From an optimization exercise on the open Yosys and OpenROAD flow, aimed at small area and a short achievable clock period; shortcuts taken in it are not production practice.
In this exercise RTL edits were held to simulation tests only and were not proved equivalent to the original.
The clock port is modelled as an ideal driver, which makes a skipped or thinned clock tree look cheaper than it is; a real chip needs a root buffer or a tree.
Power figures rest on the tool's default switching activity, not on a simulated workload.

==> inputs of run a <==
Design apb_cordic_regfile, start of the top module:
module apb_cordic_regfile #(
    parameter logic [4:0]  RST_XYFRACBASE    = 5'd16,
    parameter logic [4:0]  RST_PHASEFRACBASE = 5'd16,
    parameter logic [31:0] RST_XYBASEONE     = 32'h0001_0000,
    parameter logic [31:0] RST_SCALE_FACTOR  = 32'h0000_9B75
) (
    input  logic          clk,
    input  logic          rst_n,
    input  logic          psel,
    input  logic          penable,
    input  logic          pwrite,
    input  logic [7:0]    paddr,
    input  logic [31:0]   pwdata,
    output logic [31:0]   prdata,
    output logic          pready,
    output logic          pslverr,
    output logic          cordic_start,
    output logic [2:0]    cordic_func,
    output logic [31:0]   a,
    output logic [31:0]   b,
    output logic [31:0]   c,
    output logic [31:0]   d,
    output logic [4:0]    xyfracbase,
    output logic [4:0]    phasefracbase,
    output logic [31:0]   scale_factor,
    output logic [31:0]   xybaseone,
    output logic [1023:0] invtan_flat,
    input  logic [191:0]  res_flat,
    input  logic          write_op,
    output logic          irq
);
export LEC_CHECK = 0
export CAP_MARGIN = 20
export CORE_AREA = 5 5 375 375
export DIE_AREA = 0 0 380 380
export SETUP_SLACK_MARGIN = 2.75
export SLEW_MARGIN = 20
export SYNTH_HIERARCHICAL = 1
create_clock -name core_clock -period 5.0 [get_ports {clk}]
standard.sh (not shown) runs the stock make flow with config.mk's settings and CLKGATE_MAP_FILE= SYNTH_SCRIPT=/design/flow/synth_recipe.tcl, a recipe that flattens the netlist after the stock synthesis.
==> flow/flow/run.sh <==
#!/bin/bash
# Standard ORFS layout with these changes:
#  - after the standard synthesis, the read-mux AOI22 gates are set to their smallest size
#    and its NAND4 gates to the next size up (flow/downsize.tcl);
#  - the port buffers are the smallest plain buffer (buf_1) instead of a delay buffer;
#  - pins may sit one routing track apart, so a smaller die fits all 1499 ports;
#  - the clock tree is built by flow/cts.tcl (two balanced levels of clkbuf_16) instead of
#    TritonCTS, followed by timing repair; ORFS's own steps do everything after it.
set -euo pipefail
RES=orfs/results/${FLOW_PLATFORM}/apb_cordic_regfile/base
VARS=("BUFFER_PORTS_ARGS=-buffer_cell sky130_fd_sc_hd__buf_1"
      "PLACE_PINS_ARGS=-min_distance 1 -min_distance_in_tracks")
bash standard.sh synth > synth.log 2>&1
RESULTS=$RES NAND4=sky130_fd_sc_hd__nand4_2 openroad -no_init -exit flow/downsize.tcl > downsize.log 2>&1
bash standard.sh "${VARS[@]}" place > place.log 2>&1
MK=(make -C "$FLOW_HOME" DESIGN_CONFIG="$PWD/config.mk" WORK_HOME="$PWD/orfs")
export DONT_USE_CELLS="$("${MK[@]}" print-DONT_USE_CELLS | sed -n 's/^DONT_USE_CELLS: //p')"
export SETUP_SLACK_MARGIN="$("${MK[@]}" print-SETUP_SLACK_MARGIN | sed -n 's/^SETUP_SLACK_MARGIN: //p')"
export MATCH_CELL_FOOTPRINT="$("${MK[@]}" print-MATCH_CELL_FOOTPRINT | sed -n 's/^MATCH_CELL_FOOTPRINT: //p')"
export CELL_PAD_IN_SITES_DETAIL_PLACEMENT="$("${MK[@]}" print-CELL_PAD_IN_SITES_DETAIL_PLACEMENT | sed -n 's/^CELL_PAD_IN_SITES_DETAIL_PLACEMENT: //p')"
export PLATFORM_DIR="$FLOW_HOME/platforms/$FLOW_PLATFORM"
export LIB="$PLATFORM_DIR/lib/sky130_fd_sc_hd__tt_025C_1v80.lib"
export NLEAF=80 NROOT=4
RESULTS=$RES openroad -no_init -exit flow/cts.tcl > cts.log 2>&1
bash standard.sh "${VARS[@]}" finish > layout.log 2>&1
==> flow/flow/cts.tcl <==
# Clock tree built directly: the flip-flops are split by recursive bisection of their
# placement into NLEAF equal groups, each driven by one leaf clkbuf_16 at the group's
# centre; the leaves are split the same way into NROOT groups, each driven by one root
# clkbuf_16 that the clock port drives. Then the post-CTS steps: legalise, size up the
# input port buffers that drive many loads, repair_design against a tighter slew target
# (RD_SLEW, used for this repair only), repair timing, legalise.
set R $::env(RESULTS)
read_liberty $::env(LIB)
read_db $R/3_place.odb
read_sdc $R/3_place.sdc
source $::env(PLATFORM_DIR)/setRC.tcl
set_dont_use $::env(DONT_USE_CELLS)

set NLEAF [expr {[info exists ::env(NLEAF)] ? $::env(NLEAF) : 64}]
set NROOT [expr {[info exists ::env(NROOT)] ? $::env(NROOT) : 4}]
set LEAFBUF [expr {[info exists ::env(LEAFBUF)] ? $::env(LEAFBUF) : "sky130_fd_sc_hd__clkbuf_16"}]
set ROOTBUF [expr {[info exists ::env(ROOTBUF)] ? $::env(ROOTBUF) : "sky130_fd_sc_hd__clkbuf_16"}]

set db [ord::get_db]
set block [ord::get_db_block]
set clknet [$block findNet clk]

# sinks: every instance pin on the clock net
set sinks {}
foreach it [$clknet getITerms] {
  set inst [$it getInst]
  set bb [$inst getBBox]
  set x [expr {([$bb xMin] + [$bb xMax]) / 2}]
  set y [expr {([$bb yMin] + [$bb yMax]) / 2}]
  lappend sinks [list $x $y $it]
}
puts "clock sinks: [llength $sinks]"

# recursive bisection into n groups of (nearly) equal size, cutting across the longer side
proc bisect {pts n} {
  if {$n <= 1 || [llength $pts] <= 1} { return [list $pts] }
  set xs [lmap p $pts {lindex $p 0}]
  set ys [lmap p $pts {lindex $p 1}]
  set dx [expr {[tcl::mathfunc::max {*}$xs] - [tcl::mathfunc::min {*}$xs]}]
  set dy [expr {[tcl::mathfunc::max {*}$ys] - [tcl::mathfunc::min {*}$ys]}]
  set k [expr {$dx >= $dy ? 0 : 1}]
  set s [lsort -integer -index $k $pts]
  set nl [expr {$n / 2}]
  set h [expr {([llength $s] * $nl) / $n}]
  return [concat [bisect [lrange $s 0 [expr {$h-1}]] $nl] [bisect [lrange $s $h end] [expr {$n - $nl}]]]
}

proc centre {pts} {
  set sx 0; set sy 0
  foreach p $pts { incr sx [lindex $p 0]; incr sy [lindex $p 1] }
  set n [llength $pts]
  return [list [expr {$sx / $n}] [expr {$sy / $n}]]
}

proc new_buf {block master name x y} {
  set inst [odb::dbInst_create $block $master $name]
  # centre the cell on (x, y)
  set w [$master getWidth]; set h [$master getHeight]
  $inst setLocation [expr {$x - $w/2}] [expr {$y - $h/2}]
  $inst setPlacementStatus PLACED
  return $inst
}

set lm [$db findMaster $LEAFBUF]
set rm [$db findMaster $ROOTBUF]
set groups [bisect $sinks $NLEAF]
set leaves {}
set i 0
foreach g $groups {
  lassign [centre $g] cx cy
  set b [new_buf $block $lm "cts_leaf_$i" $cx $cy]
  set n [odb::dbNet_create $block "clknet_leaf_$i"]
  $n setSigType CLOCK
  foreach p $g {
    set it [lindex $p 2]
    $it disconnect
    $it connect $n
  }
  [$b findITerm X] connect $n
  lappend leaves [list $cx $cy $b]
  incr i
}
set rgroups [bisect $leaves $NROOT]
set i 0
foreach g $rgroups {
  lassign [centre $g] cx cy
  set b [new_buf $block $rm "cts_root_$i" $cx $cy]
  set n [odb::dbNet_create $block "clknet_root_$i"]
  $n setSigType CLOCK
  foreach p $g { [[lindex $p 2] findITerm A] connect $n }
  [$b findITerm X] connect $n
  [$b findITerm A] connect $clknet
  incr i
}
$clknet setSigType CLOCK
puts "leaf buffers: [llength $leaves], root buffers: $i"

set_placement_padding -global -left $::env(CELL_PAD_IN_SITES_DETAIL_PLACEMENT) -right $::env(CELL_PAD_IN_SITES_DETAIL_PLACEMENT)
detailed_placement
set_propagated_clock [all_clocks]
estimate_parasitics -placement
report_clock_latency
# Input port buffers that drive several loads: start them at a useful size (repair_timing
# leaves them alone).
set nup 0
foreach inst [$block getInsts] {
  if {![string match "input*" [$inst getName]]} continue
  set onet [[$inst findITerm X] getNet]
  set fo [llength [$onet getITerms]]
  incr fo -1
  set m ""
  if {$fo > 12} { set m sky130_fd_sc_hd__buf_8 } elseif {$fo > 3} { set m sky130_fd_sc_hd__buf_4 }
  if {$m ne ""} { $inst swapMaster [$db findMaster $m]; incr nup }
}
puts "upsized $nup input buffers"
detailed_placement
estimate_parasitics -placement
puts "before repair: WS [worst_slack -max]"
# Tighter slew target for this repair only (not written to the SDC)
if {[info exists ::env(RD_SLEW)]} {
  set_max_transition $::env(RD_SLEW) [current_design]
  repair_design -slew_margin 0 -cap_margin 20 -match_cell_footprint
  detailed_placement
  estimate_parasitics -placement
  puts "after repair_design: WS [worst_slack -max] area [rsz::design_area]"
}
set margin $::env(SETUP_SLACK_MARGIN)
set steps [expr {[info exists ::env(REPAIR_STEPS)] ? $::env(REPAIR_STEPS) : $margin}]
foreach m $steps {
  set args [list -setup_margin $m -hold_margin 0 -repair_tns 100 -verbose]
  if {$::env(MATCH_CELL_FOOTPRINT)} { lappend args -match_cell_footprint }
  puts "repair_timing $args"
  repair_timing {*}$args
  puts "after margin $m: WS [worst_slack -max] area [rsz::design_area]"
}
detailed_placement
check_placement -verbose
write_db $R/4_1_cts.odb
set f [open $R/3_place.sdc]; set sdc [read $f]; close $f
set f [open $R/4_cts.sdc w]; puts $f $sdc; puts $f "set_propagated_clock \[all_clocks\]"; close $f
Other scripts of this flow, unchanged in this note and not shown: flow/flow/downsize.tcl
==> run b (differences from run a) <==
SETUP_SLACK_MARGIN = 2.8   (was 2.75)
==> qor summary <==
metric                                                                                              run b                    run a
Outcome                                                                           complete, no violations  complete, no violations
CP required                                                                                       5.45 ns                  4.00 ns
Layout overhead on the synthesized area                                                             29.4%                    27.1%
Layout cells sized above 1                                                                          0.308                    0.240
Type of origin of the critical path                                                         primary input                     flop
Met2 GRT Util                                                                                       0.484                    0.485
Share of power burned in combinational logic                                                        0.118                    0.112
Register-to-register setup slack                                                                  3.32 ns                  3.34 ns
Wire length on met1                                                                              94700 um                 92800 um
Switching power as a share of total power                                                           0.261                    0.262
Worst Skew                                                                                      0.0246 ns                0.0258 ns
Sequential share of power                                                                           0.618                    0.622
DP Wirelength                                                                                   190000 um                191000 um
Cell-internal power                                                                              19200 uW                 19100 uW
Fraction of area in multi-input gates                                                               0.189                    0.188
Global routing usage summed across all routing layers                                               0.337                    0.339
DP Area                                                                                        0.0674 mm2               0.0674 mm2
Total wire length after detailed routing                                                        258000 um                260000 um
Final critical-path share of the clock period                                                       0.445                    0.453
Wire per inst                                                                                     37.6 um                  38.3 um
Clock input transition at the sequential cells of the worst setup and hold paths                  0.10 ns                  0.09 ns
Global-route wire length before repair                                                          343000 um                346000 um
NetSw                                                                                             6800 uW                  6800 uW
Number of antenna violations at the first check in global routing                                      15                       17
Initial DRC count                                                                                    5382                     5703
Total Power                                                                                      26000 uW                 25900 uW
Antenna diodes                                                                                         19                       21
No run of this note takes its clock network from TritonCTS; it comes from the design's own scripts or RTL.

## separate check: timing with driven ports
No port has a modelled driver above. Below, the same layouts with a new extraction and two added sets of constraints.
Step 1: set_driving_cell puts a clkbuf_16 on clk and a buf_2 on each other input, an assumption about the parent block.
Step 2 moves the port delays by t, midway between the first and last clock arrival at a register: inputs arrive t later, outputs are due t later. That takes back most of the time a late clock gives input paths.
a / b / c = no drivers / after step 1 / after step 2; a / b = the first two.
run | t, ns | slack for setup (ns) | worst slew at a driven data input, ns
run a | 0.722 | 2.736 / 2.561 / 2.036 | 0.19
run b | 0.724 | 2.775 / 2.602 / 2.063 | 0.21
After both steps every run listed still meets setup and hold. The setup slack of run b, which loses most, moves by -0.173 ns with the drivers and by -0.712 ns with both steps.
